This is an optimization exercise on Yosys and OpenROAD, whose aim is small area and few clock cycles per item, not a production implementation.
In this exercise RTL edits were held to simulation tests only and were not proved equivalent to the original.

**flow/reopt.abc**
```
strash
dch
map -a
mfs2
strash
dch
map -a
mfs2
strash
dch
map -a
topo
```
**design.v**
```verilog
`default_nettype none
package ecc_pkg;
  localparam int unsigned YEAR_W  = 12;
  localparam int unsigned MONTH_W = 4;
  localparam int unsigned DAY_W   = 5;
  localparam int unsigned HOUR_W  = 5;
  localparam int unsigned MIN_W   = 6;
  localparam int unsigned SEC_W   = 6;
  localparam int unsigned DAYS_W  = 20;
  localparam int unsigned CIDX_W  = 3;
  localparam int unsigned CDAT_W  = 12;
  typedef logic [YEAR_W-1:0]  year_t;
  typedef logic [MONTH_W-1:0] month_t;
  typedef logic [DAY_W-1:0]   day_t;
  typedef logic [HOUR_W-1:0]  hour_t;
  typedef logic [MIN_W-1:0]   min_t;
  typedef logic [SEC_W-1:0]   sec_t;
  typedef logic [DAYS_W-1:0]  days_t;
  localparam year_t  RST_YEAR   = 12'd2022;
  localparam month_t RST_MONTH  = 4'd5;
  localparam day_t   RST_DAY    = 5'd17;
  localparam hour_t  RST_HOUR   = 5'd10;
  localparam min_t   RST_MINUTE = 6'd56;
  localparam logic [10:0] RST_PE = 11'd1388;
  localparam logic [143:0] CUM_DAYS_TBL =
    144'ha753a9d4e98445e6d45aa5cf05a1d87c0000;
  function automatic logic [8:0] cum_days(input logic [3:0] x);
    cum_days = CUM_DAYS_TBL[x * 9 +: 9];
  endfunction
  localparam logic [319:0] CENT_V_TBL =
    320'h3deef37bd6718bdab5a4e528c1ef7358c5a92941cc62906310400;
  function automatic logic [4:0] cent_v(input logic [5:0] x);
    cent_v = CENT_V_TBL[x * 5 +: 5];
  endfunction
  localparam logic [511:0] SEC_SPLIT_TBL =
    512'hb9babb404142434445464748494a4b4c4d4e4f505152535455565758595a5b5c5d5e5f606162636465666768696a6b6c6d6e6f707172737475767778797a7b00;
  function automatic logic [7:0] sec_split(input logic [5:0] x);
    sec_split = SEC_SPLIT_TBL[x * 8 +: 8];
  endfunction
endpackage
`default_nettype wire
`default_nettype none
module ecc_fa (
  input  logic a,
  input  logic b,
  input  logic c,
  output logic s,
  output logic co
);
  assign s  = a ^ b ^ c;
  assign co = (a & b) | (a & c) | (b & c);
endmodule
module ecc_ha (
  input  logic a,
  input  logic b,
  output logic s,
  output logic co
);
  assign s  = a ^ b;
  assign co = a & b;
endmodule
`default_nettype wire
`default_nettype none
module event_countdown_calc_core (
  input  logic                   clk,
  input  logic                   rst_n,
  input  logic                   start,
  output logic                   busy,
  input  ecc_pkg::year_t         in_now_year,
  input  ecc_pkg::month_t        in_now_month,
  input  ecc_pkg::day_t          in_now_day,
  input  ecc_pkg::hour_t         in_now_hour,
  input  ecc_pkg::min_t          in_now_minute,
  input  ecc_pkg::sec_t          in_now_second,
  output logic                   out_valid,
  output ecc_pkg::days_t         out_days_left,
  output ecc_pkg::hour_t         out_hours_left,
  output ecc_pkg::min_t          out_minutes_left,
  output ecc_pkg::sec_t          out_seconds_left,
  output logic                   out_event_passed,
  input  logic                   cfg_valid,
  output logic                   cfg_ready,
  input  logic [ecc_pkg::CIDX_W-1:0] cfg_index,
  input  logic [ecc_pkg::CDAT_W-1:0] cfg_data
);
  ecc_pkg::year_t  ev_year_n;
  ecc_pkg::month_t ev_month_n;
  ecc_pkg::day_t   ev_day_n;
  ecc_pkg::hour_t  ev_hour_n;
  ecc_pkg::min_t   ev_minute_n;
  logic [15:0]     dy;
  logic [11:0]     k;
  logic [4:0]      nv;
  ecc_pkg::month_t ev_month;
  logic            wr_r, wr2_r;
  logic [10:0]     pe_r;
  ecc_pkg::hour_t  t_hours;
  ecc_pkg::min_t   t_minutes;
  ecc_pkg::sec_t   t_seconds;
  logic [1:0]      t_carry2;
  logic            v_r;
  logic [15:0]     dy_r;
  logic [11:0]     k_r;
  logic [4:0]      nv_r;
  logic [1:0]      carry2_r;
  ecc_pkg::hour_t  hours_r;
  ecc_pkg::min_t   minutes_r;
  ecc_pkg::sec_t   seconds_r;
  logic ne;
  logic [8:0] cn;
  logic [5:0] nq;
  logic [7:0] s_split;
  logic [7:0] tm;
  logic [6:0] th;
  logic [1:0] bs, bm1;
  logic s1_;
  logic c2_;
  logic s3_;
  logic c4_;
  logic s5_;
  logic c6_;
  logic s7_;
  logic c8_;
  logic s9_;
  logic c10_;
  logic s11_;
  logic c12_;
  logic s13_;
  logic c14_;
  logic s15_;
  logic c16_;
  logic s17_;
  logic c18_;
  logic s19_;
  logic c20_;
  logic s21_;
  logic c22_;
  logic s23_;
  logic c24_;
  logic s25_;
  logic c26_;
  logic s27_;
  logic c28_;
  logic s29_;
  logic c30_;
  logic s31_;
  logic c32_;
  logic s33_;
  logic c34_;
  logic s35_;
  logic c36_;
  logic s37_;
  logic c38_;
  logic s39_;
  logic c40_;
  logic s41_;
  logic c42_;
  logic s43_;
  logic c44_;
  logic [11:0] ys;
  logic [3:0] ms;
  logic [4:0] ds;
  logic [10:0] pe_g;
  logic [4:0] nv_g;
  logic n45_;
  logic s46_;
  logic c47_;
  logic s48_;
  logic c49_;
  logic s50_;
  logic c51_;
  logic s52_;
  logic c53_;
  logic s54_;
  logic c55_;
  logic s56_;
  logic c57_;
  logic s58_;
  logic c59_;
  logic n60_;
  logic s61_;
  logic c62_;
  logic n63_;
  logic s64_;
  logic c65_;
  logic n66_;
  logic s67_;
  logic c68_;
  logic n69_;
  logic s70_;
  logic c71_;
  logic s72_;
  logic c73_;
  logic s74_;
  logic c75_;
  logic s76_;
  logic c77_;
  logic k78_;
  logic k79_;
  logic k80_;
  logic k81_;
  logic k82_;
  logic k83_;
  logic k84_;
  logic k85_;
  logic k86_;
  logic k87_;
  logic s88_;
  logic c89_;
  logic s90_;
  logic c91_;
  logic s92_;
  logic c93_;
  logic s94_;
  logic c95_;
  logic s96_;
  logic c97_;
  logic s98_;
  logic c99_;
  logic s100_;
  logic c101_;
  logic s102_;
  logic c103_;
  logic s104_;
  logic c105_;
  logic s106_;
  logic c107_;
  logic s108_;
  logic c109_;
  logic s110_;
  logic c111_;
  logic s112_;
  logic c113_;
  logic s114_;
  logic c115_;
  logic s116_;
  logic c117_;
  logic s118_;
  logic c119_;
  logic s120_;
  logic c121_;
  logic [12:0] dy1;
  logic s122_;
  logic c123_;
  logic s124_;
  logic c125_;
  logic s126_;
  logic c127_;
  logic s128_;
  logic c129_;
  logic s130_;
  logic c131_;
  logic s132_;
  logic c133_;
  logic s134_;
  logic c135_;
  logic s136_;
  logic c137_;
  logic s138_;
  logic c139_;
  logic s140_;
  logic c141_;
  logic s142_;
  logic c143_;
  logic s144_;
  logic c145_;
  logic s146_;
  logic c147_;
  logic s148_;
  logic c149_;
  logic s150_;
  logic c151_;
  logic s152_;
  logic c153_;
  logic s154_;
  logic c155_;
  logic s156_;
  logic c157_;
  logic s158_;
  logic c159_;
  logic s160_;
  logic c161_;
  logic s162_;
  logic c163_;
  logic s164_;
  logic c165_;
  logic s166_;
  logic c167_;
  logic s168_;
  logic c169_;
  logic s170_;
  logic c171_;
  logic s172_;
  logic c173_;
  logic s174_;
  logic c175_;
  logic s176_;
  logic c177_;
  logic s178_;
  logic c179_;
  logic s180_;
  logic c181_;
  logic s182_;
  logic c183_;
  logic s184_;
  logic c185_;
  logic s186_;
  logic c187_;
  logic s188_;
  logic c189_;
  logic s190_;
  logic c191_;
  logic s192_;
  logic c193_;
  logic s194_;
  logic c195_;
  logic s196_;
  logic c197_;
  logic s198_;
  logic c199_;
  logic s200_;
  logic c201_;
  logic s202_;
  logic c203_;
  logic s204_;
  logic c205_;
  logic s206_;
  logic c207_;
  logic s208_;
  logic c209_;
  logic s210_;
  logic c211_;
  logic s212_;
  logic c213_;
  logic s214_;
  logic c215_;
  logic s216_;
  logic c217_;
  logic [21:0] x;
  logic tz, pas, sat;
  logic s218_;
  logic c219_;
  logic s220_;
  logic c221_;
  logic s222_;
  logic c223_;
  logic s224_;
  logic c225_;
  logic s226_;
  logic c227_;
  logic s228_;
  logic c229_;
  logic s230_;
  logic c231_;
  logic s232_;
  logic c233_;
  logic s234_;
  logic c235_;
  logic s236_;
  logic c237_;
  logic s238_;
  logic c239_;
  logic s240_;
  logic c241_;
  logic s242_;
  logic c243_;
  logic s244_;
  logic c245_;
  logic s246_;
  logic c247_;
  logic s248_;
  logic c249_;
  logic s250_;
  logic c251_;
  logic s252_;
  logic c253_;
  logic s254_;
  logic c255_;
  logic s256_;
  logic c257_;
  logic s258_;
  logic c259_;
  logic s260_;
  logic c261_;
  logic s262_;
  logic c263_;
  logic s264_;
  logic c265_;
  logic s266_;
  logic c267_;
  logic s268_;
  logic c269_;
  logic s270_;
  logic c271_;
  logic s272_;
  logic c273_;
  logic s274_;
  logic c275_;
  logic s276_;
  logic c277_;
  logic s278_;
  logic c279_;
  logic s280_;
  logic c281_;
  logic s282_;
  logic c283_;
  logic s284_;
  logic c285_;
  logic s286_;
  logic c287_;
  logic s288_;
  logic c289_;
  logic s290_;
  logic c291_;
  logic s292_;
  logic c293_;
  logic s294_;
  logic c295_;
  logic s296_;
  logic c297_;
  logic s298_;
  logic c299_;
  logic s300_;
  logic c301_;
  logic s302_;
  logic c303_;
  logic n304_;
  logic s305_;
  logic c306_;
  logic s307_;
  logic c308_;
  logic s309_;
  logic c310_;
  logic s311_;
  logic c312_;
  logic s313_;
  logic c314_;
  logic s315_;
  logic c316_;
  logic n317_;
  logic s318_;
  logic c319_;
  logic s320_;
  logic c321_;
  logic s322_;
  logic c323_;
  logic p324_;
  logic g325_;
  logic p326_;
  logic g327_;
  logic s328_;
  logic c329_;
  logic p330_;
  logic g331_;
  logic o332_;
  logic k333_;
  logic o334_;
  logic k335_;
  logic o336_;
  logic k337_;
  logic o338_;
  logic bc339_;
  logic p340_;
  logic g341_;
  logic s342_;
  logic c343_;
  logic p344_;
  logic g345_;
  logic p346_;
  logic g347_;
  logic o348_;
  logic k349_;
  logic o350_;
  logic k351_;
  logic o352_;
  logic k353_;
  logic o354_;
  logic bc355_;
  assign busy      = wr_r || wr2_r;
  assign cfg_ready = 1'b1;
  always_ff @(posedge clk) begin
    if (!rst_n) begin
      ev_year_n   <= ~ecc_pkg::RST_YEAR;
      ev_month_n  <= ~ecc_pkg::RST_MONTH;
      ev_day_n    <= ~ecc_pkg::RST_DAY;
      ev_hour_n   <= ~ecc_pkg::RST_HOUR;
      ev_minute_n <= ~ecc_pkg::RST_MINUTE;
    end else if (cfg_valid) begin
      case (cfg_index)
        3'd0: ev_year_n   <= ~cfg_data;
        3'd1: ev_month_n  <= ~cfg_data[ecc_pkg::MONTH_W-1:0];
        3'd2: ev_day_n    <= ~cfg_data[ecc_pkg::DAY_W-1:0];
        3'd3: ev_hour_n   <= ~cfg_data[ecc_pkg::HOUR_W-1:0];
        3'd4: ev_minute_n <= ~cfg_data[ecc_pkg::MIN_W-1:0];
        default: ;
      endcase
    end
  end
  assign s_split = ecc_pkg::sec_split(in_now_second);
  assign bs = s_split[7:6];
  assign t_seconds = s_split[5:0];
  ecc_fa u_s1_ (.a(in_now_minute[0]), .b(ev_minute_n[0]), .c(bs[0]), .s(s1_), .co(c2_));
  ecc_fa u_s3_ (.a(in_now_minute[1]), .b(ev_minute_n[1]), .c(bs[1]), .s(s3_), .co(c4_));
  ecc_fa u_s5_ (.a(c4_), .b(in_now_minute[2]), .c(ev_minute_n[2]), .s(s5_), .co(c6_));
  ecc_fa u_s7_ (.a(c6_), .b(in_now_minute[3]), .c(ev_minute_n[3]), .s(s7_), .co(c8_));
  ecc_fa u_s9_ (.a(c8_), .b(in_now_minute[4]), .c(ev_minute_n[4]), .s(s9_), .co(c10_));
  ecc_fa u_s11_ (.a(c10_), .b(in_now_minute[5]), .c(ev_minute_n[5]), .s(s11_), .co(c12_));
  ecc_ha u_s13_ (.a(c2_), .b(s3_), .s(s13_), .co(c14_));
  ecc_ha u_s15_ (.a(s5_), .b(c14_), .s(s15_), .co(c16_));
  ecc_ha u_s17_ (.a(s7_), .b(c16_), .s(s17_), .co(c18_));
  ecc_ha u_s19_ (.a(s9_), .b(c18_), .s(s19_), .co(c20_));
  ecc_ha u_s21_ (.a(s11_), .b(c20_), .s(s21_), .co(c22_));
  ecc_ha u_s23_ (.a(c12_), .b(c22_), .s(s23_), .co(c24_));
  assign tm[0] = s1_;
  assign tm[1] = s13_;
  assign tm[2] = s15_;
  assign tm[3] = s17_;
  assign tm[4] = s19_;
  assign tm[5] = s21_;
  assign tm[6] = s23_;
  assign tm[7] = c24_;
  assign bm1 = (tm[7:2] == 6'd0) ? 2'd0 : (tm[7:6] == 2'd0) ? 2'd1 :
               (tm[7] || (tm[6] && (tm[5:2] == 4'hF))) ? 2'd3 : 2'd2;
  assign t_minutes = {4'(~tm[5:2] + {bm1[1], bm1[1], bm1[1], !bm1[0]}), ~tm[1:0]};
  ecc_fa u_s25_ (.a(in_now_hour[0]), .b(ev_hour_n[0]), .c(bm1[0]), .s(s25_), .co(c26_));
  ecc_fa u_s27_ (.a(in_now_hour[1]), .b(ev_hour_n[1]), .c(bm1[1]), .s(s27_), .co(c28_));
  ecc_fa u_s29_ (.a(c28_), .b(in_now_hour[2]), .c(ev_hour_n[2]), .s(s29_), .co(c30_));
  ecc_fa u_s31_ (.a(c30_), .b(in_now_hour[3]), .c(ev_hour_n[3]), .s(s31_), .co(c32_));
  ecc_fa u_s33_ (.a(c32_), .b(in_now_hour[4]), .c(ev_hour_n[4]), .s(s33_), .co(c34_));
  ecc_ha u_s35_ (.a(c26_), .b(s27_), .s(s35_), .co(c36_));
  ecc_ha u_s37_ (.a(s29_), .b(c36_), .s(s37_), .co(c38_));
  ecc_ha u_s39_ (.a(s31_), .b(c38_), .s(s39_), .co(c40_));
  ecc_ha u_s41_ (.a(s33_), .b(c40_), .s(s41_), .co(c42_));
  ecc_ha u_s43_ (.a(c34_), .b(c42_), .s(s43_), .co(c44_));
  assign th[0] = s25_;
  assign th[1] = s35_;
  assign th[2] = s37_;
  assign th[3] = s39_;
  assign th[4] = s41_;
  assign th[5] = s43_;
  assign th[6] = c44_;
  assign t_carry2 = (th <= 7'd8) ? 2'd0 : (th <= 7'd32) ? 2'd1 : (th <= 7'd56) ? 2'd2 : 2'd3;
  assign t_hours = 5'(~th[4:0] + {t_carry2[1], !t_carry2[0], 3'b001});
  assign ys = busy ? ~ev_year_n : in_now_year;
  assign ms = busy ? ~ev_month_n : in_now_month;
  assign ds = busy ? ~ev_day_n : in_now_day;
  assign pe_g = busy ? 11'd0 : pe_r;
  assign nv_g = wr2_r ? nv_r : 5'd0;
  assign ne = (ys[1:0] != 2'd0) || (ms > 4'd2);
  assign cn = ecc_pkg::cum_days(ms);
  assign n45_ = ~ne;
  ecc_fa u_s46_ (.a(ys[3]), .b(ys[6]), .c(n45_), .s(s46_), .co(c47_));
  ecc_fa u_s48_ (.a(ys[2]), .b(ys[4]), .c(ys[7]), .s(s48_), .co(c49_));
  ecc_fa u_s50_ (.a(ys[3]), .b(ys[5]), .c(ys[8]), .s(s50_), .co(c51_));
  ecc_fa u_s52_ (.a(ys[4]), .b(ys[6]), .c(ys[9]), .s(s52_), .co(c53_));
  ecc_fa u_s54_ (.a(ys[5]), .b(ys[7]), .c(ys[10]), .s(s54_), .co(c55_));
  ecc_fa u_s56_ (.a(ys[6]), .b(ys[8]), .c(ys[11]), .s(s56_), .co(c57_));
  ecc_fa u_s58_ (.a(ys[7]), .b(ys[9]), .c(ne), .s(s58_), .co(c59_));
  assign n60_ = ~ne;
  ecc_fa u_s61_ (.a(c49_), .b(s50_), .c(n60_), .s(s61_), .co(c62_));
  assign n63_ = ~ne;
  ecc_fa u_s64_ (.a(c51_), .b(s52_), .c(n63_), .s(s64_), .co(c65_));
  assign n66_ = ~ne;
  ecc_fa u_s67_ (.a(c53_), .b(s54_), .c(n66_), .s(s67_), .co(c68_));
  assign n69_ = ~ne;
  ecc_fa u_s70_ (.a(c55_), .b(s56_), .c(n69_), .s(s70_), .co(c71_));
  ecc_fa u_s72_ (.a(c59_), .b(ys[8]), .c(ys[10]), .s(s72_), .co(c73_));
  ecc_fa u_s74_ (.a(c71_), .b(c57_), .c(s58_), .s(s74_), .co(c75_));
  ecc_fa u_s76_ (.a(c73_), .b(ys[9]), .c(ys[11]), .s(s76_), .co(c77_));
  assign k78_ = (ys[2] & ~ne) | (ys[2] & 1'b0) | (~ne & 1'b0);
  assign k79_ = (ys[3] & ~ne) | (ys[3] & k78_) | (~ne & k78_);
  assign k80_ = (ys[4] & ~ne) | (ys[4] & k79_) | (~ne & k79_);
  assign k81_ = (ys[2] & ys[5]) | (ys[2] & k80_) | (ys[5] & k80_);
  assign k82_ = (s46_ & 1'b0) | (s46_ & k81_) | (1'b0 & k81_);
  assign k83_ = (c47_ & s48_) | (c47_ & k82_) | (s48_ & k82_);
  assign k84_ = (s61_ & 1'b0) | (s61_ & k83_) | (1'b0 & k83_);
  assign k85_ = (c62_ & s64_) | (c62_ & k84_) | (s64_ & k84_);
  assign k86_ = (c65_ & s67_) | (c65_ & k85_) | (s67_ & k85_);
  assign k87_ = (c68_ & s70_) | (c68_ & k86_) | (s70_ & k86_);
  ecc_ha u_s88_ (.a(s74_), .b(k87_), .s(s88_), .co(c89_));
  ecc_fa u_s90_ (.a(c75_), .b(s72_), .c(c89_), .s(s90_), .co(c91_));
  ecc_ha u_s92_ (.a(s76_), .b(c91_), .s(s92_), .co(c93_));
  ecc_fa u_s94_ (.a(c77_), .b(ys[10]), .c(c93_), .s(s94_), .co(c95_));
  ecc_ha u_s96_ (.a(ys[11]), .b(c95_), .s(s96_), .co(c97_));
  assign nq[0] = s88_;
  assign nq[1] = s90_;
  assign nq[2] = s92_;
  assign nq[3] = s94_;
  assign nq[4] = s96_;
  assign nq[5] = c97_;
  assign nv = ~ecc_pkg::cent_v(nq);
  ecc_ha u_s98_ (.a(in_now_year[0]), .b(ev_year_n[0]), .s(s98_), .co(c99_));
  ecc_fa u_s100_ (.a(in_now_year[1]), .b(ev_year_n[1]), .c(c99_), .s(s100_), .co(c101_));
  ecc_fa u_s102_ (.a(in_now_year[2]), .b(ev_year_n[2]), .c(c101_), .s(s102_), .co(c103_));
  ecc_fa u_s104_ (.a(in_now_year[3]), .b(ev_year_n[3]), .c(c103_), .s(s104_), .co(c105_));
  ecc_fa u_s106_ (.a(in_now_year[4]), .b(ev_year_n[4]), .c(c105_), .s(s106_), .co(c107_));
  ecc_fa u_s108_ (.a(in_now_year[5]), .b(ev_year_n[5]), .c(c107_), .s(s108_), .co(c109_));
  ecc_fa u_s110_ (.a(in_now_year[6]), .b(ev_year_n[6]), .c(c109_), .s(s110_), .co(c111_));
  ecc_fa u_s112_ (.a(in_now_year[7]), .b(ev_year_n[7]), .c(c111_), .s(s112_), .co(c113_));
  ecc_fa u_s114_ (.a(in_now_year[8]), .b(ev_year_n[8]), .c(c113_), .s(s114_), .co(c115_));
  ecc_fa u_s116_ (.a(in_now_year[9]), .b(ev_year_n[9]), .c(c115_), .s(s116_), .co(c117_));
  ecc_fa u_s118_ (.a(in_now_year[10]), .b(ev_year_n[10]), .c(c117_), .s(s118_), .co(c119_));
  ecc_fa u_s120_ (.a(in_now_year[11]), .b(ev_year_n[11]), .c(c119_), .s(s120_), .co(c121_));
  assign dy1[0] = s98_;
  assign dy1[1] = s100_;
  assign dy1[2] = s102_;
  assign dy1[3] = s104_;
  assign dy1[4] = s106_;
  assign dy1[5] = s108_;
  assign dy1[6] = s110_;
  assign dy1[7] = s112_;
  assign dy1[8] = s114_;
  assign dy1[9] = s116_;
  assign dy1[10] = s118_;
  assign dy1[11] = s120_;
  assign dy1[12] = c121_;
  ecc_ha u_s122_ (.a(dy1[1]), .b(dy1[0]), .s(s122_), .co(c123_));
  ecc_fa u_s124_ (.a(dy1[2]), .b(dy1[0]), .c(c123_), .s(s124_), .co(c125_));
  ecc_fa u_s126_ (.a(dy1[3]), .b(dy1[1]), .c(c125_), .s(s126_), .co(c127_));
  ecc_fa u_s128_ (.a(dy1[4]), .b(dy1[2]), .c(c127_), .s(s128_), .co(c129_));
  ecc_fa u_s130_ (.a(dy1[5]), .b(dy1[3]), .c(c129_), .s(s130_), .co(c131_));
  ecc_fa u_s132_ (.a(dy1[6]), .b(dy1[4]), .c(c131_), .s(s132_), .co(c133_));
  ecc_fa u_s134_ (.a(dy1[7]), .b(dy1[5]), .c(c133_), .s(s134_), .co(c135_));
  ecc_fa u_s136_ (.a(dy1[8]), .b(dy1[6]), .c(c135_), .s(s136_), .co(c137_));
  ecc_fa u_s138_ (.a(dy1[9]), .b(dy1[7]), .c(c137_), .s(s138_), .co(c139_));
  ecc_fa u_s140_ (.a(dy1[10]), .b(dy1[8]), .c(c139_), .s(s140_), .co(c141_));
  ecc_fa u_s142_ (.a(dy1[11]), .b(dy1[9]), .c(c141_), .s(s142_), .co(c143_));
  ecc_fa u_s144_ (.a(dy1[12]), .b(dy1[10]), .c(c143_), .s(s144_), .co(c145_));
  assign s146_ = dy1[11] ^ c145_;
  assign c147_ = dy1[11] | c145_;
  ecc_ha u_s148_ (.a(dy1[12]), .b(c147_), .s(s148_), .co(c149_));
  assign dy[0] = ~dy1[0];
  assign dy[1] = s122_;
  assign dy[2] = s124_;
  assign dy[3] = s126_;
  assign dy[4] = s128_;
  assign dy[5] = s130_;
  assign dy[6] = s132_;
  assign dy[7] = s134_;
  assign dy[8] = s136_;
  assign dy[9] = s138_;
  assign dy[10] = s140_;
  assign dy[11] = s142_;
  assign dy[12] = s144_;
  assign dy[13] = ~s146_;
  assign dy[14] = s148_;
  assign dy[15] = c149_;
  ecc_fa u_s150_ (.a(ys[2]), .b(cn[0]), .c(ds[0]), .s(s150_), .co(c151_));
  ecc_fa u_s152_ (.a(pe_g[0]), .b(nv_g[0]), .c(ne), .s(s152_), .co(c153_));
  ecc_fa u_s154_ (.a(ys[3]), .b(cn[1]), .c(ds[1]), .s(s154_), .co(c155_));
  ecc_fa u_s156_ (.a(ys[4]), .b(cn[2]), .c(ds[2]), .s(s156_), .co(c157_));
  ecc_fa u_s158_ (.a(ys[5]), .b(cn[3]), .c(ds[3]), .s(s158_), .co(c159_));
  ecc_fa u_s160_ (.a(ys[6]), .b(cn[4]), .c(ds[4]), .s(s160_), .co(c161_));
  ecc_fa u_s162_ (.a(ys[7]), .b(cn[5]), .c(pe_g[5]), .s(s162_), .co(c163_));
  ecc_fa u_s164_ (.a(ys[8]), .b(cn[6]), .c(pe_g[6]), .s(s164_), .co(c165_));
  ecc_fa u_s166_ (.a(ys[9]), .b(cn[7]), .c(pe_g[7]), .s(s166_), .co(c167_));
  ecc_fa u_s168_ (.a(ys[10]), .b(cn[8]), .c(pe_g[8]), .s(s168_), .co(c169_));
  ecc_fa u_s170_ (.a(c151_), .b(c153_), .c(s154_), .s(s170_), .co(c171_));
  ecc_fa u_s172_ (.a(c155_), .b(s156_), .c(pe_g[2]), .s(s172_), .co(c173_));
  ecc_fa u_s174_ (.a(c157_), .b(s158_), .c(pe_g[3]), .s(s174_), .co(c175_));
  ecc_fa u_s176_ (.a(c159_), .b(s160_), .c(pe_g[4]), .s(s176_), .co(c177_));
  ecc_fa u_s178_ (.a(c169_), .b(ys[11]), .c(pe_g[9]), .s(s178_), .co(c179_));
  ecc_fa u_s180_ (.a(s170_), .b(pe_g[1]), .c(nv_g[1]), .s(s180_), .co(c181_));
  ecc_fa u_s182_ (.a(c171_), .b(s172_), .c(nv_g[2]), .s(s182_), .co(c183_));
  ecc_fa u_s184_ (.a(c173_), .b(s174_), .c(nv_g[3]), .s(s184_), .co(c185_));
  ecc_fa u_s186_ (.a(c175_), .b(s176_), .c(nv_g[4]), .s(s186_), .co(c187_));
  ecc_fa u_s188_ (.a(c177_), .b(c161_), .c(s162_), .s(s188_), .co(c189_));
  ecc_fa u_s190_ (.a(c189_), .b(c163_), .c(s164_), .s(s190_), .co(c191_));
  ecc_fa u_s192_ (.a(c191_), .b(c165_), .c(s166_), .s(s192_), .co(c193_));
  ecc_fa u_s194_ (.a(c193_), .b(c167_), .c(s168_), .s(s194_), .co(c195_));
  ecc_ha u_s196_ (.a(s150_), .b(s152_), .s(s196_), .co(c197_));
  ecc_ha u_s198_ (.a(s180_), .b(c197_), .s(s198_), .co(c199_));
  ecc_fa u_s200_ (.a(c181_), .b(s182_), .c(c199_), .s(s200_), .co(c201_));
  ecc_fa u_s202_ (.a(c183_), .b(s184_), .c(c201_), .s(s202_), .co(c203_));
  ecc_fa u_s204_ (.a(c185_), .b(s186_), .c(c203_), .s(s204_), .co(c205_));
  ecc_fa u_s206_ (.a(c187_), .b(s188_), .c(c205_), .s(s206_), .co(c207_));
  ecc_ha u_s208_ (.a(s190_), .b(c207_), .s(s208_), .co(c209_));
  ecc_ha u_s210_ (.a(s192_), .b(c209_), .s(s210_), .co(c211_));
  ecc_ha u_s212_ (.a(s194_), .b(c211_), .s(s212_), .co(c213_));
  ecc_fa u_s214_ (.a(c195_), .b(s178_), .c(c213_), .s(s214_), .co(c215_));
  ecc_fa u_s216_ (.a(c179_), .b(pe_g[10]), .c(c215_), .s(s216_), .co(c217_));
  assign k[0] = s196_;
  assign k[1] = s198_;
  assign k[2] = s200_;
  assign k[3] = s202_;
  assign k[4] = s204_;
  assign k[5] = s206_;
  assign k[6] = s208_;
  assign k[7] = s210_;
  assign k[8] = s212_;
  assign k[9] = s214_;
  assign k[10] = s216_;
  assign k[11] = c217_;
  ecc_fa u_s218_ (.a(dy_r[0]), .b(k_r[0]), .c(nv_r[0]), .s(s218_), .co(c219_));
  ecc_fa u_s220_ (.a(dy_r[1]), .b(k_r[1]), .c(nv_r[1]), .s(s220_), .co(c221_));
  ecc_fa u_s222_ (.a(dy_r[2]), .b(k_r[2]), .c(nv_r[2]), .s(s222_), .co(c223_));
  ecc_fa u_s224_ (.a(dy_r[0]), .b(dy_r[3]), .c(k_r[3]), .s(s224_), .co(c225_));
  ecc_fa u_s226_ (.a(dy_r[1]), .b(dy_r[4]), .c(k_r[4]), .s(s226_), .co(c227_));
  ecc_fa u_s228_ (.a(dy_r[2]), .b(dy_r[5]), .c(k_r[5]), .s(s228_), .co(c229_));
  ecc_fa u_s230_ (.a(dy_r[0]), .b(dy_r[3]), .c(dy_r[6]), .s(s230_), .co(c231_));
  ecc_fa u_s232_ (.a(dy_r[1]), .b(dy_r[4]), .c(dy_r[7]), .s(s232_), .co(c233_));
  ecc_fa u_s234_ (.a(dy_r[2]), .b(dy_r[5]), .c(dy_r[8]), .s(s234_), .co(c235_));
  ecc_fa u_s236_ (.a(dy_r[3]), .b(dy_r[6]), .c(dy_r[9]), .s(s236_), .co(c237_));
  ecc_fa u_s238_ (.a(dy_r[4]), .b(dy_r[7]), .c(dy_r[10]), .s(s238_), .co(c239_));
  ecc_fa u_s240_ (.a(dy_r[5]), .b(dy_r[8]), .c(dy_r[11]), .s(s240_), .co(c241_));
  ecc_fa u_s242_ (.a(dy_r[6]), .b(dy_r[9]), .c(dy_r[12]), .s(s242_), .co(c243_));
  ecc_fa u_s244_ (.a(dy_r[7]), .b(dy_r[10]), .c(dy_r[13]), .s(s244_), .co(c245_));
  ecc_fa u_s246_ (.a(dy_r[8]), .b(dy_r[11]), .c(dy_r[14]), .s(s246_), .co(c247_));
  ecc_fa u_s248_ (.a(dy_r[9]), .b(dy_r[12]), .c(dy_r[15]), .s(s248_), .co(c249_));
  assign s250_ = s218_ ^ carry2_r[0];
  assign c251_ = s218_ | carry2_r[0];
  ecc_fa u_s252_ (.a(c219_), .b(s220_), .c(carry2_r[1]), .s(s252_), .co(c253_));
  ecc_fa u_s254_ (.a(c223_), .b(s224_), .c(nv_r[3]), .s(s254_), .co(c255_));
  ecc_fa u_s256_ (.a(c225_), .b(s226_), .c(nv_r[4]), .s(s256_), .co(c257_));
  assign s258_ = c227_ ^ s228_;
  assign c259_ = c227_ | s228_;
  ecc_fa u_s260_ (.a(c229_), .b(s230_), .c(k_r[6]), .s(s260_), .co(c261_));
  ecc_fa u_s262_ (.a(c231_), .b(s232_), .c(k_r[7]), .s(s262_), .co(c263_));
  ecc_fa u_s264_ (.a(c233_), .b(s234_), .c(k_r[8]), .s(s264_), .co(c265_));
  ecc_fa u_s266_ (.a(c235_), .b(s236_), .c(k_r[9]), .s(s266_), .co(c267_));
  ecc_fa u_s268_ (.a(c237_), .b(s238_), .c(k_r[10]), .s(s268_), .co(c269_));
  ecc_fa u_s270_ (.a(c239_), .b(s240_), .c(k_r[11]), .s(s270_), .co(c271_));
  ecc_fa u_s272_ (.a(c249_), .b(dy_r[10]), .c(dy_r[13]), .s(s272_), .co(c273_));
  assign s274_ = c251_ ^ s252_;
  assign c275_ = c251_ | s252_;
  ecc_fa u_s276_ (.a(c253_), .b(c221_), .c(s222_), .s(s276_), .co(c277_));
  assign s278_ = c263_ ^ s264_;
  assign c279_ = c263_ | s264_;
  assign s280_ = c269_ ^ s270_;
  assign c281_ = c269_ | s270_;
  ecc_fa u_s282_ (.a(c271_), .b(c241_), .c(s242_), .s(s282_), .co(c283_));
  ecc_fa u_s284_ (.a(c273_), .b(dy_r[11]), .c(dy_r[14]), .s(s284_), .co(c285_));
  ecc_fa u_s286_ (.a(c279_), .b(c265_), .c(s266_), .s(s286_), .co(c287_));
  ecc_fa u_s288_ (.a(c283_), .b(c243_), .c(s244_), .s(s288_), .co(c289_));
  ecc_fa u_s290_ (.a(c285_), .b(dy_r[12]), .c(dy_r[15]), .s(s290_), .co(c291_));
  ecc_fa u_s292_ (.a(c287_), .b(c267_), .c(s268_), .s(s292_), .co(c293_));
  ecc_fa u_s294_ (.a(c289_), .b(c245_), .c(s246_), .s(s294_), .co(c295_));
  ecc_fa u_s296_ (.a(c295_), .b(c247_), .c(s248_), .s(s296_), .co(c297_));
  ecc_ha u_s298_ (.a(c275_), .b(s276_), .s(s298_), .co(c299_));
  ecc_fa u_s300_ (.a(c277_), .b(s254_), .c(c299_), .s(s300_), .co(c301_));
  ecc_fa u_s302_ (.a(c255_), .b(s256_), .c(c301_), .s(s302_), .co(c303_));
  assign n304_ = ~s258_;
  ecc_fa u_s305_ (.a(c257_), .b(n304_), .c(c303_), .s(s305_), .co(c306_));
  ecc_fa u_s307_ (.a(c259_), .b(s260_), .c(c306_), .s(s307_), .co(c308_));
  ecc_fa u_s309_ (.a(c261_), .b(s262_), .c(c308_), .s(s309_), .co(c310_));
  assign s311_ = s278_ ^ c310_;
  assign c312_ = ~s278_ & c310_;
  ecc_ha u_s313_ (.a(s286_), .b(c312_), .s(s313_), .co(c314_));
  ecc_ha u_s315_ (.a(s292_), .b(c314_), .s(s315_), .co(c316_));
  assign n317_ = ~s280_;
  ecc_fa u_s318_ (.a(c293_), .b(n317_), .c(c316_), .s(s318_), .co(c319_));
  ecc_fa u_s320_ (.a(c281_), .b(s282_), .c(c319_), .s(s320_), .co(c321_));
  ecc_ha u_s322_ (.a(s288_), .b(c321_), .s(s322_), .co(c323_));
  assign p324_ = s294_ ^ 1'b0;
  assign g325_ = s294_ & 1'b0;
  assign p326_ = s296_ ^ 1'b0;
  assign g327_ = s296_ & 1'b0;
  ecc_ha u_s328_ (.a(c297_), .b(s272_), .s(s328_), .co(c329_));
  assign p330_ = s284_ ^ 1'b0;
  assign g331_ = s284_ & 1'b0;
  assign o332_ = p324_ ^ c323_;
  assign k333_ = g325_ | (p324_ & c323_);
  assign o334_ = p326_ ^ k333_;
  assign k335_ = g327_ | (p326_ & k333_);
  assign o336_ = s328_ ^ k335_;
  assign k337_ = c329_ | (s328_ & k335_);
  assign o338_ = p330_ ^ k337_;
  assign bc339_ = (g331_ | (p330_ & (c329_ | (s328_ & (g327_ | (p326_ & (g325_ | (p324_ & 1'b0)))))))) | (((((1'b1 & p324_) & p326_) & s328_) & p330_) & c323_);
  assign p340_ = s290_ ^ 1'b0;
  assign g341_ = s290_ & 1'b0;
  ecc_ha u_s342_ (.a(c291_), .b(dy_r[13]), .s(s342_), .co(c343_));
  assign p344_ = dy_r[14] ^ 1'b0;
  assign g345_ = dy_r[14] & 1'b0;
  assign p346_ = dy_r[15] ^ 1'b1;
  assign g347_ = dy_r[15] & 1'b1;
  assign o348_ = p340_ ^ bc339_;
  assign k349_ = g341_ | (p340_ & bc339_);
  assign o350_ = s342_ ^ k349_;
  assign k351_ = c343_ | (s342_ & k349_);
  assign o352_ = p344_ ^ k351_;
  assign k353_ = g345_ | (p344_ & k351_);
  assign o354_ = p346_ ^ k353_;
  assign bc355_ = (g347_ | (p346_ & (g345_ | (p344_ & (c343_ | (s342_ & (g341_ | (p340_ & 1'b0)))))))) | (((((1'b1 & p340_) & s342_) & p344_) & p346_) & bc339_);
  assign x[0] = ~s250_;
  assign x[1] = ~s274_;
  assign x[2] = s298_;
  assign x[3] = s300_;
  assign x[4] = s302_;
  assign x[5] = s305_;
  assign x[6] = s307_;
  assign x[7] = s309_;
  assign x[8] = ~s311_;
  assign x[9] = s313_;
  assign x[10] = s315_;
  assign x[11] = s318_;
  assign x[12] = s320_;
  assign x[13] = s322_;
  assign x[14] = o332_;
  assign x[15] = o334_;
  assign x[16] = o336_;
  assign x[17] = o338_;
  assign x[18] = o348_;
  assign x[19] = o350_;
  assign x[20] = o352_;
  assign x[21] = o354_;
  assign tz  = (hours_r == 5'd0) && (minutes_r == 6'd0) && (seconds_r == 6'd0);
  assign pas = !x[21] || (tz && (x == 22'h3FFFFF));
  assign sat = x[21] && !x[20];
  assign out_days_left    = pas ? 20'd0 : sat ? 20'hFFFFF : ~x[19:0];
  assign out_hours_left   = pas ? 5'd0  : sat ? 5'd23     : hours_r;
  assign out_minutes_left = pas ? 6'd0  : sat ? 6'd59     : minutes_r;
  assign out_seconds_left = pas ? 6'd0  : sat ? 6'd59     : seconds_r;
  assign out_event_passed = pas;
  always_ff @(posedge clk) begin
    if (!rst_n) begin
      v_r   <= 1'b0;
      wr_r  <= 1'b0;
      wr2_r <= 1'b0;
    end else begin
      v_r   <= start && !busy;
      wr_r  <= cfg_valid;
      wr2_r <= wr_r;
    end
  end
  always_ff @(posedge clk) begin
    if (!rst_n) begin
      pe_r <= ecc_pkg::RST_PE;
    end else if (wr2_r) begin
      pe_r <= ~k[10:0];
    end
  end
  always_ff @(posedge clk) begin
    dy_r      <= dy;
    k_r       <= k;
    nv_r      <= nv;
    carry2_r  <= t_carry2;
    hours_r   <= t_hours;
    minutes_r <= t_minutes;
    seconds_r <= t_seconds;
  end
  assign out_valid = v_r;
endmodule
`default_nettype wire
```
**standard.sh**
```bash
#!/bin/bash
# synth_recipe.tcl (not shown) runs the flow's synth.tcl, then flattens the netlist and writes it again
# the make line also repeats each setting of config.mk as NAME=value (left out here)
make -C /OpenROAD-flow-scripts/flow DESIGN_CONFIG=/design/flow/config.mk WORK_HOME=/design/flow/orfs CLKGATE_MAP_FILE= SYNTH_SCRIPT=/design/flow/synth_recipe.tcl "${@:-finish}"
```
**config.mk**
```make
export PLATFORM = sky130hd
export DESIGN_NAME = event_countdown_calc_core
export DESIGN_NICKNAME = event_countdown_calc_core
export VERILOG_FILES = /design/flow/design.v
export SDC_FILE = /design/flow/constraint.sdc
export NUM_CORES = 4
export LEC_CHECK = 0
export ABC_AREA = 1
export CAP_MARGIN = 20
export CORE_MARGIN = 2
export CORE_UTILIZATION = 40
export CTS_BUF_LIST = sky130_fd_sc_hd__clkbuf_8
export SLEW_MARGIN = 20
export SYNTH_HIERARCHICAL = 1
export SYNTH_MINIMUM_KEEP_SIZE = 0
```
**constraint.sdc**
```tcl
create_clock -name core_clock -period 12.0 [get_ports {clk}]
set_input_delay 2.4000 -clock core_clock [delete_from_list [all_inputs] [get_ports {clk}]]
set_output_delay 2.4000 -clock core_clock [all_outputs]
set_load 0.01 [all_outputs]
```
**flow/run.sh**
```bash
#!/bin/bash
# The standard layout with two changes:
#  1. after the standard synthesis, the combinational logic between the
#     standard synthesis's registers and full adder cells is re-mapped by ABC with
#     an area script (reopt.ys); registers, full adder cells, ports and their
#     names are kept as they are;
#  2. the port buffers are plain sky130_fd_sc_hd__buf_1 cells
#     (buffer_ports -buffer_cell) instead of the delay cells buffer_ports
#     picks by default. Every port still gets a buffer.
set -euo pipefail
HERE=$(pwd)
PORTS="BUFFER_PORTS_ARGS=-buffer_cell sky130_fd_sc_hd__buf_1"
RES=$HERE/orfs/results/$FLOW_PLATFORM/event_countdown_calc_core/base
YOSYS=$FLOW_HOME/../tools/install/yosys/bin/yosys
bash standard.sh "$PORTS" "$RES/1_2_yosys.v" > standard_synth.log 2>&1
cp "$RES/1_2_yosys.v" "$HERE/standard_1_2_yosys.v"
sed -e "s#@LIB@#$FLOW_HOME/platforms/sky130hd/lib/sky130_fd_sc_hd__tt_025C_1v80.lib#g" \
    -e "s#@IN@#$HERE/standard_1_2_yosys.v#g" -e "s#@OUT@#$HERE/reopt_1_2_yosys.v#g" \
    -e "s#@ABC@#$HERE/flow/reopt.abc#g" -e "s#@TOP@#$FLOW_TOP#g" flow/reopt.ys > reopt_run.ys
"$YOSYS" -l reopt_yosys.log -q reopt_run.ys > reopt_stdout.log 2>&1
cp "$HERE/reopt_1_2_yosys.v" "$RES/1_2_yosys.v"
touch "$RES/1_2_yosys.v" "$RES/1_2_yosys.sdc"
bash standard.sh "$PORTS" finish > standard_flow.log 2>&1
```
**flow/reopt.ys**
```
# Re-map the combinational logic of the standard synthesis with ABC.
# Registers, full adder cells and tie cells stay as they are (black boxes);
# half adder cells are re-mapped with the rest.
read_liberty -ignore_miss_func @LIB@
setattr -mod -set blackbox 1 sky130_fd_sc_hd__dfxtp_1 sky130_fd_sc_hd__fa_1 sky130_fd_sc_hd__conb_1
read_verilog @IN@
hierarchy -top @TOP@
flatten
opt_clean -purge
abc -liberty @LIB@ -script @ABC@ -dont_use sky130_fd_sc_hd__lpflow_bleeder_1 -dont_use sky130_fd_sc_hd__lpflow_clkbufkapwr_1 -dont_use sky130_fd_sc_hd__lpflow_clkbufkapwr_16 -dont_use sky130_fd_sc_hd__lpflow_clkbufkapwr_2 -dont_use sky130_fd_sc_hd__lpflow_clkbufkapwr_4 -dont_use sky130_fd_sc_hd__lpflow_clkbufkapwr_8 -dont_use sky130_fd_sc_hd__lpflow_clkinvkapwr_1 -dont_use sky130_fd_sc_hd__lpflow_clkinvkapwr_16 -dont_use sky130_fd_sc_hd__lpflow_clkinvkapwr_2 -dont_use sky130_fd_sc_hd__lpflow_clkinvkapwr_4 -dont_use sky130_fd_sc_hd__lpflow_clkinvkapwr_8 -dont_use sky130_fd_sc_hd__lpflow_decapkapwr_12 -dont_use sky130_fd_sc_hd__lpflow_decapkapwr_3 -dont_use sky130_fd_sc_hd__lpflow_decapkapwr_4 -dont_use sky130_fd_sc_hd__lpflow_decapkapwr_6 -dont_use sky130_fd_sc_hd__lpflow_decapkapwr_8 -dont_use sky130_fd_sc_hd__lpflow_inputiso0n_1 -dont_use sky130_fd_sc_hd__lpflow_inputiso0p_1 -dont_use sky130_fd_sc_hd__lpflow_inputiso1n_1 -dont_use sky130_fd_sc_hd__lpflow_inputiso1p_1 -dont_use sky130_fd_sc_hd__lpflow_inputisolatch_1 -dont_use sky130_fd_sc_hd__lpflow_isobufsrc_1 -dont_use sky130_fd_sc_hd__lpflow_isobufsrc_16 -dont_use sky130_fd_sc_hd__lpflow_isobufsrc_2 -dont_use sky130_fd_sc_hd__lpflow_isobufsrc_4 -dont_use sky130_fd_sc_hd__lpflow_isobufsrc_8 -dont_use sky130_fd_sc_hd__lpflow_isobufsrckapwr_16 -dont_use sky130_fd_sc_hd__lpflow_lsbuf_lh_hl_isowell_tap_1 -dont_use sky130_fd_sc_hd__lpflow_lsbuf_lh_hl_isowell_tap_2 -dont_use sky130_fd_sc_hd__lpflow_lsbuf_lh_hl_isowell_tap_4 -dont_use sky130_fd_sc_hd__lpflow_lsbuf_lh_isowell_4 -dont_use sky130_fd_sc_hd__lpflow_lsbuf_lh_isowell_tap_1 -dont_use sky130_fd_sc_hd__lpflow_lsbuf_lh_isowell_tap_2 -dont_use sky130_fd_sc_hd__lpflow_lsbuf_lh_isowell_tap_4 -dont_use sky130_fd_sc_hd__probe_p_8 -dont_use sky130_fd_sc_hd__probec_p_8 
# define the mapped cells (as black boxes) so later passes know their pin directions
read_liberty -lib -ignore_redef @LIB@
opt_clean -purge
hilomap -singleton -hicell sky130_fd_sc_hd__conb_1 HI -locell sky130_fd_sc_hd__conb_1 LO
splitnets
opt_clean -purge
check -assert
stat -liberty @LIB@
write_verilog -noattr -noexpr -nohex -nodec @OUT@
```
==> results of run 1 <==
[state kept, by name (all words and copies together), names as in the netlist, 5 cells and up]
register,cells
ev_day_n,5
pe_r,11
minutes_r,6
hours_r,5
nv_r,5
seconds_r,6
dy_r,16
ev_year_n,12
k_r,12
ev_minute_n,6
ev_hour_n,5
[placed cells by master (no fill, tap or decap)]
cell and count:
conb_1 1, a22oi_1 2, and2_2 3, and3_2 2, clkinv_1 85, nand3_1 10, o21ai_1 1, nor2_2 1
a21oi_1 59, clkbuf_8 11, o221ai_1 2, or2_2 7, nor4_1 5, nor3_1 6, clkinv_4 2, fa_1 121
xnor2_1 5, buf_1 96, buf_4 6, o21ai_0 82, o31ai_1 2, a211oi_1 4, nor2_1 122, nand4_1 3
dfxtp_1 98, xor2_1 11, o21a_1 1, clkinv_2 2, inv_6 1, nand2_1 120, o211ai_1 6, a31oi_1 2
[metrics by stage]
step	utilization, %	hold slack (ps)	setup WS, ps	cell area [sq um]
floorplan	-	437.2	2038	6824
global placement	45.11	451.6	2493	7507
detailed placement	45.11	461.9	2308	7507
CTS	46.24	485.8	1869	7695
global route	46.24	520.3	1348	7695
finish	46.24	484.2	1887	7695
[path summary, 6_finish.rpt]
path / end / slack (ps) / depth (start not counted)
hold / removal: pe_r[3]$_SDFFE_PN1P_ / 480 / 2
hold reg to reg: pe_r[3]$_SDFFE_PN1P_ / 480 / 2
setup / recovery: out_seconds_left[2] / 1890 / 33
setup reg to reg: pe_r[10]$_SDFFE_PN1P_ / 4180 / 22
[layout make-up]
type / instances / area, sq um / share of cell area (%)
repair buffers: 102 / 405.4 / 5.268
clock inverters: 5 / 36.28 / 0.4715
well taps: 220 / 275.3 / 3.577
flip-flops and latches: 98 / 1962 / 25.50
inverters: 85 / 319.1 / 4.146
clock buffers: 11 / 151.4 / 1.967
multi-input cells: 578 / 4546 / 59.07
[routing by layer]
metal  vias up  global-route usage [%]  wire length [um]
li1       2678                       -                 -
met1      2357                   27.42              8145
met2       106                   28.60              7033
met3        13                   3.529               628
met4         0                   3.918               148
met5         -                       0                 0
[critical path, delay by kind of cell (launching register included)]
family                   cells  cell delay (ps)
adder cells (fa/ha/maj)     10             4230
flip-flops                   1              380
buffers and inverters        5              740
AND/OR/NAND/NOR             15             1550
AO/OA/AOI/OAI                3              420
==> metrics.cfg, run 1 <==
[critical_path]
path_max_fanout=17
critPathKind=reg -> out
critical_path_arrival_ps=7710
cp-startpoint=dy_r[1]$_DFF_P_
timing.rr.start=wr_r$_SDFF_PN0_
start_kind=register
slowest_delay_ps=530
cp-end-kind=primary output
required_ps=9600
cp_common_cell=fa_1
slowest_stage=fa_1

[final_layout]
syn_to_final_growth_pct=12.76
fill_cells=1680
nNetsFinal=1052
drive_gt1_share_pct=3.982
num_antenna_cells=0
stdcell_count=1099

[placement]
gp_congestion=0.8575
port_buffers=96
hpwl_mm=13.64
dpl.cell_count=1083

[clock_tree]
cts.repair.resized=0
clockRootBuffer=clkbuf_8
cts_setup_buffers=0
numCtsBuffers=9
cts.clk_slew.worst_paths_ps=90
postCtsHoldBufs=0
clock_insertion_delay_worst_skew_ps=380
cts_sinks=98
clock_path_buffers=2
htreeDepth=3
cts_tree=built

[global_route]
grt_use_total_pct=18.56
antenna_found_initial=0
grt_overflow=0
grt_pass1_vias=4999
grt_max_degree=38
grt_pass1_wl_mm=25.83

[synth]
syn_inst=761
syn_area_sq_um=6824
ys_warn_count=7
syn_avg_cell_area_sq_um=8.967
synth_fp_nets=939

[floorplan]
ios=98
rows=47
core_sq_um=16640
die_h_um=134.6
die-area_sq_um=18120
start_util_pct=41.00
die_w_um=134.6

[timing]
fin_setup_tns_ps=0
period_share_pct=84.28
rsz0062_at_grt=false
fmax_mhz=98.88
setup_viol=0
hold_violations=0
slew_headroom_pct=32.44
fin_worst_skew_ps=8.403
tightest_slew_ps=1003
slew_viol_final=0
post-route-min-period_ps=10110

[route]
firstDrtPassIters=4
drc=0
avgRoutedWirePerCell_um=14.52
dr_total_vias=5154
drt_iter0_markers=223
viasPerCell=4.690
ant_nets=0
drt_wl_total_mm=15.96

[min_path]
hp-start=pe_r[3]$_SDFFE_PN1P_
hold_path_class=reg -> reg

[outcome]
status=timing/DRC/antenna clean

[job]
cap_violations=0

Testbench counts, summed over its fixed seeds: cycles 16,232, items 16,000.
==> run 2, diff against run 1 <==
--- a/flow/run.sh
+++ b/flow/run.sh
@@ -2,7 +2,8 @@
 # The standard layout with two changes:
 #  1. after the standard synthesis, the combinational logic between the
-#     standard synthesis's registers and full adder cells is re-mapped by ABC with
-#     an area script (reopt.ys); registers, full adder cells, ports and their
-#     names are kept as they are;
+#     standard synthesis's registers and full adder cells is re-mapped by ABC
+#     with an area script (reopt.ys, reopt.abc); registers, full adder cells,
+#     ports and their names are kept as they are. If the re-mapped netlist
+#     looks wrong (too few logic cells) the standard netlist is used as is;
 #  2. the port buffers are plain sky130_fd_sc_hd__buf_1 cells
 #     (buffer_ports -buffer_cell) instead of the delay cells buffer_ports
@@ -18,6 +19,18 @@
     -e "s#@IN@#$HERE/standard_1_2_yosys.v#g" -e "s#@OUT@#$HERE/reopt_1_2_yosys.v#g" \
     -e "s#@ABC@#$HERE/flow/reopt.abc#g" -e "s#@TOP@#$FLOW_TOP#g" flow/reopt.ys > reopt_run.ys
-"$YOSYS" -l reopt_yosys.log -q reopt_run.ys > reopt_stdout.log 2>&1
-cp "$HERE/reopt_1_2_yosys.v" "$RES/1_2_yosys.v"
+# count the logic cells other than registers and full adders
+logic_cells() { grep -E '^ *sky130_fd_sc_hd__' "$1" | grep -vcE 'sky130_fd_sc_hd__(dfxtp|fa)_' || true; }
+if "$YOSYS" -l reopt_yosys.log -q reopt_run.ys > reopt_stdout.log 2>&1; then
+  std=$(logic_cells "$HERE/standard_1_2_yosys.v")
+  new=$(logic_cells "$HERE/reopt_1_2_yosys.v")
+  echo "logic cells: standard $std, re-mapped $new" > reopt_check.log
+  if (( new * 2 >= std )); then
+    cp "$HERE/reopt_1_2_yosys.v" "$RES/1_2_yosys.v"
+  else
+    echo "re-mapped netlist refused, standard netlist kept" >> reopt_check.log
+  fi
+else
+  echo "re-mapping failed, standard netlist kept" > reopt_check.log
+fi
 touch "$RES/1_2_yosys.v" "$RES/1_2_yosys.sdc"
 bash standard.sh "$PORTS" finish > standard_flow.log 2>&1
==> flow/reopt.abc (replaced) <==
strash
dch
amap
mfs2
strash
dch
amap
mfs2
strash
dch
amap
topo
--- a/config.mk
+++ b/config.mk
@@ -9,5 +9,5 @@
 export CAP_MARGIN = 20
 export CORE_MARGIN = 2
-export CORE_UTILIZATION = 40
+export CORE_UTILIZATION = 80
 export CTS_BUF_LIST = sky130_fd_sc_hd__clkbuf_8
 export SLEW_MARGIN = 20
==> metrics.cfg, run 2 <==
[clock_tree]
clock_insertion_delay_worst_skew_ps=390  ; about the same
cts.clk_slew.worst_paths_ps=110  ; +20 ps
clockRootBuffer=clkbuf_8
cts_tree=built
cts_setup_buffers=0  ; unchanged
clock_path_buffers=2  ; unchanged
cts_sinks=98  ; unchanged
numCtsBuffers=9  ; unchanged
cts.repair.resized=0  ; unchanged
htreeDepth=3  ; unchanged
postCtsHoldBufs=0  ; unchanged

[final_layout]
final_common_cell=nor2_1
top_regs=dy_r (16), ev_year_n (12), k_r (12)
largest_reg_flops=16  ; unchanged
syn_to_final_growth_pct=11.34
drive_gt1_share_pct=3.060  ; -0.92 points
final_cell_mix=nor2_1 (134), fa_1 (121), dfxtp_1 (98), buf_1 (96), clkinv_1 (83)
nNetsFinal=991  ; -5.8%
fill_cells=345  ; -79%
regMostFlops=dy_r
postLayoutCoreUtil_pct=91.36  ; +45 points
num_antenna_cells=0  ; unchanged

[route]
ant_nets=0  ; unchanged
dr_total_vias=6148  ; +19%
viasPerCell=6.668  ; +42%
drt_wl_total_mm=20.64  ; +29%
avgRoutedWirePerCell_um=22.39  ; +54%
firstDrtPassIters=6  ; +2
drt_iter0_markers=662  ; +200%
drc=0  ; unchanged

[floorplan]
ios=98  ; unchanged
start_util_pct=82.05  ; +41 points
die-area_sq_um=9089  ; -50%
rows=33  ; -30%
die_h_um=95.34  ; -29%
core_sq_um=8134  ; -51%
die_w_um=95.34  ; -29%

[global_route]
grt_max_degree=36  ; -5.3%
antenna_found_initial=0  ; unchanged
grt_pass1_wl_mm=31.68  ; +23%
grt_pass1_vias=6331  ; +27%
grt_overflow=0  ; unchanged
grt_use_total_pct=48.49  ; +30 points

[timing]
slew_viol_final=0  ; unchanged
fmax_mhz=90.05  ; -8.9%
tightest_slew_ps=1010  ; +7.300 ps
hold_violations=0  ; unchanged
period_share_pct=92.54  ; +8.3 points
rsz0062_at_grt=false
post-route-min-period_ps=11100  ; +991.4 ps
slew_headroom_pct=32.24  ; -0.20 points
fin_worst_skew_ps=18.49  ; +10.08 ps
fin_setup_tns_ps=0  ; unchanged
setup_viol=0  ; unchanged

[synth]
syn_inst=698  ; -8.3%
syn_avg_cell_area_sq_um=9.561  ; +6.6%
syn_area_sq_um=6674  ; -2.2%
synth_fp_nets=876  ; -6.7%
ys_warn_count=7  ; unchanged

[critical_path]
cp-end-kind=primary output
worst-path-stages=32  ; -3.0%
critical_path_arrival_ps=8700  ; +990 ps
cp-endpoint=out_days_left[19]
slowest_delay_ps=760  ; +230 ps
start_kind=register
cp-startpoint=dy_r[1]$_DFF_P_
path_max_fanout=26  ; +9
timing.rr.start=wr2_r$_SDFF_PN0_
critPathKind=reg -> out
cpLargestDelayFamily=adder cells
required_ps=9600  ; about the same
r2r_slack_ps=4070  ; -110 ps
cp_common_cell=fa_1
slowest_stage=a21oi_1
r2r_end=pe_r[10]$_SDFFE_PN1P_
reg2regPathDepth=23  ; +4.5%
crit_buf_inv=6  ; +1

[job]
cap_violations=0  ; unchanged

[outcome]
status=timing/DRC/antenna clean

[placement]
port_buffers=96  ; unchanged
gp_congestion=0.9276  ; +8.2%
hpwl_mm=14.42  ; +5.8%

[min_path]
hold_path_class=reg -> reg

run 2: worst min-delay path by stage:
stage	from	end	slack, ps	cells after the start
after floorplan	ev_day_n[1]$_SDFFE_PN1P_	ev_day_n[1]$_SDFFE_PN1P_	430	2
after global placement	ev_day_n[3]$_SDFFE_PN1P_	ev_day_n[3]$_SDFFE_PN1P_	450	2
after detailed placement	ev_month_n[0]$_SDFFE_PN0P_	ev_month_n[0]$_SDFFE_PN0P_	460	2
after CTS	ev_month_n[0]$_SDFFE_PN0P_	ev_month_n[0]$_SDFFE_PN0P_	470	2
after global routing	ev_month_n[0]$_SDFFE_PN0P_	ev_month_n[0]$_SDFFE_PN0P_	500	2
final	ev_month_n[0]$_SDFFE_PN0P_	ev_month_n[0]$_SDFFE_PN0P_	480	2
run 2: area by class of cell:
type | instances | area [sq um] | area share (%)
well taps | 105 | 131.4 | 1.768
inverters | 83 | 311.5 | 4.193
flip-flops and latches | 98 | 1962 | 26.40
multi-input cells | 517 | 4405 | 59.29
clock buffers | 10 | 137.6 | 1.852
clock inverters | 5 | 62.56 | 0.8419
repair buffers | 104 | 420.4 | 5.658
run 2: worst min-delay path: cells and delay by family, from the launching register on:
family,cells,cell delay [ps]
AO/OA/AOI/OAI,1,60
buffers and inverters,1,50
flip-flops,1,320
run 2: stage by stage:
stage	setup WS [ps]	instances	cell area (sq um)	hold slack (ps)
after floorplan	1166	698	6674	433.3
after global placement	2077	906	7223	446.0
after detailed placement	1571	906	7223	458.7
after CTS	1112	921	7423	474.6
after global routing	422.7	922	7431	502.9
final	895.4	922	7431	475.9
run 2: routing by layer:
layer | share of wire [%] | track usage [%]
met5 | 0 | 0
met4 | 9.8 | 39.25
met2 | 46 | 76.64
met1 | 32 | 52.42
met3 | 12 | 17.47
==> run 3, diff against run 2 <==
--- a/config.mk
+++ b/config.mk
@@ -9,5 +9,5 @@
 export CAP_MARGIN = 20
 export CORE_MARGIN = 2
-export CORE_UTILIZATION = 80
+export CORE_UTILIZATION = 40
 export CTS_BUF_LIST = sky130_fd_sc_hd__clkbuf_8
 export SLEW_MARGIN = 20
==> metrics.cfg, run 3 <==
[critical_path]
required_ps=9600  ; about the same
cp_common_cell=fa_1
path_max_fanout=26  ; unchanged
critPathKind=reg -> out
cp-end-kind=primary output
slowest_stage=a21oi_1
start_kind=register
critical_path_arrival_ps=8560  ; -140 ps
cpLargestDelayFamily=adder cells
slowest_delay_ps=650  ; -110 ps
crit_buf_inv=8  ; +2

[route]
drt_wl_total_mm=15.30  ; -26%
ant_nets=0  ; unchanged
viasPerCell=4.874  ; -27%
dr_total_vias=5064  ; -18%
drc=0  ; unchanged
firstDrtPassIters=5  ; -1
drt_iter0_markers=256  ; -61%
avgRoutedWirePerCell_um=14.73  ; -34%

[clock_tree]
cts.repair.resized=0  ; unchanged
clock_path_buffers=2  ; unchanged
cts_tree=built
numCtsBuffers=9  ; unchanged
htreeDepth=3  ; unchanged
clock_insertion_delay_worst_skew_ps=380  ; about the same
cts_setup_buffers=0  ; unchanged
cts.clk_slew.worst_paths_ps=100  ; about the same
clockRootBuffer=clkbuf_8
postCtsHoldBufs=0  ; unchanged
cts_sinks=98  ; unchanged

[placement]
port_buffers=96  ; unchanged
hpwl_mm=12.88  ; -11%
dpl.cell_count=1022  ; +13%
dp_slack_ps=1440  ; -130.7 ps
gp_congestion=0.8334  ; -10%

[final_layout]
postLayoutCoreUtil_pct=46.28  ; -45 points
largest_reg_flops=16  ; unchanged
top_regs=dy_r (16), ev_year_n (12), k_r (12)
multi_input_area_sq_um=4405  ; unchanged
num_antenna_cells=0  ; unchanged
stdcell_count=1039  ; +13%
regMostFlops=dy_r
fill_cells=1650  ; +380%
seqCellArea_sq_um=1962  ; unchanged
final_cell_mix=nor2_1 (134), fa_1 (121), dfxtp_1 (98), buf_1 (96), clkinv_1 (83)
syn_to_final_growth_pct=14.17
final_common_cell=nor2_1
nNetsFinal=992  ; +0.10%
drive_gt1_share_pct=3.297  ; +0.24 points

[synth]
syn_inst=698  ; unchanged
synth_fp_nets=876  ; unchanged
syn_avg_cell_area_sq_um=9.561  ; unchanged
ys_warn_count=7  ; unchanged
syn_area_sq_um=6674  ; unchanged

[global_route]
grt_use_total_pct=18.60  ; -30 points
antenna_found_initial=0  ; unchanged
grt_overflow=0  ; unchanged
grt_pass1_wl_mm=25.49  ; -20%
grt_max_degree=36  ; unchanged
grt_pass1_vias=5092  ; -20%

[floorplan]
core_sq_um=16470  ; +100%
die-area_sq_um=17730  ; +95%
rows=47  ; +42%
ios=98  ; unchanged
die_h_um=133.2  ; +40%
die_w_um=133.2  ; +40%
start_util_pct=40.53  ; -42 points

[timing]
slew_headroom_pct=34.04  ; +1.8 points
post-route-min-period_ps=10960  ; -147.2 ps
fin_worst_skew_ps=14.74  ; -3.749 ps
slew_viol_final=0  ; unchanged
fmax_mhz=91.26  ; +1.3%
rsz0062_at_grt=false
tightest_slew_ps=979.1  ; -30.98 ps
setup_viol=0  ; unchanged
fin_setup_tns_ps=0  ; unchanged
hold_violations=0  ; unchanged
setup_ws_ps=1043  ; +147.2 ps
period_share_pct=91.31  ; -1.2 points

[outcome]
status=timing/DRC/antenna clean

[job]
cap_violations=0  ; unchanged

[min_path]
hold_path_class=reg -> reg

run 3: cell type report:
type,count,area share (%)
Clock buffer,9,1.626
Clock inverter,7,1.232
Inverter,83,4.089
Multi-Input combinational cell,517,57.82
Sequential cell,98,25.75
Tap cell,220,3.612
Timing Repair Buffer,105,5.878
run 3: final timing paths:
| kind | slack, ps | cells after the start | from | to |
|---|---|---|---|---|
| max | 1040 | 34 | dy_r[1]$_DFF_P_ | out_seconds_left[2] |
| min | 470 | 2 | ev_month_n[0]$_SDFFE_PN0P_ | ev_month_n[0]$_SDFFE_PN0P_ |
| max reg2reg | 4680 | 23 | wr2_r$_SDFF_PN0_ | pe_r[10]$_SDFFE_PN1P_ |
| min reg2reg | 470 | 2 | ev_month_n[0]$_SDFFE_PN0P_ | ev_month_n[0]$_SDFFE_PN0P_ |
run 3: tightest hold or removal path, stage by stage, from the launching register on:
cell      delay (ps)
dfxtp_1          310
clkinv_1          50
a221oi_1          60
run 3: metrics by stage:
step                hold WS, ps  cell area, sq um
finish                    465.9              7620
global route              499.5              7620
CTS                       473.1              7592
detailed placement        452.3              7375
global placement          442.2              7375
floorplan                 433.3              6674
run 3: layer usage:
| metal | up-vias | GRT usage, % | share of wire (%) |
|---|---|---|---|
| met4 | 0 | 6.383 | 2.1 |
| met3 | 17 | 3.006 | 4.5 |
| li1 | 2572 | - | - |
| met2 | 122 | 30.71 | 47 |
| met5 | - | 0 | 0 |
| met1 | 2353 | 25.14 | 46 |

afterwards: timing with drivers on the ports:
The flow's constraints put no driver on any port. The routed layouts listed below were extracted and timed again, unchanged, in two steps.
Step 1, drivers: a clkbuf_16 drives clk and a buf_2 each remaining input, both assumed.
Step 2 moves the port delays by t, midway between the first and last clock arrival at a register: inputs arrive t later, outputs are due t later. That takes back most of the time a late clock gives input paths.
a / b / c = ideal / step 1 / step 2; a / b = the first two.
| run | t (ns) | setup slack, ns | worst register clock-pin slew, ns | cell pins on the clock port's net |
|---|---|---|---|---|
| run 1 | 0.413 | 1.887 / 1.851 / 2.265 | 0.10 / 0.10 | 1 |
| run 2 | 0.420 | 0.895 / 0.856 / 1.277 | 0.11 / 0.11 | 1 |
| run 3 | 0.410 | 1.043 / 1.005 / 1.416 | 0.10 / 0.10 | 1 |
After both steps setup and hold are still met in every run listed.
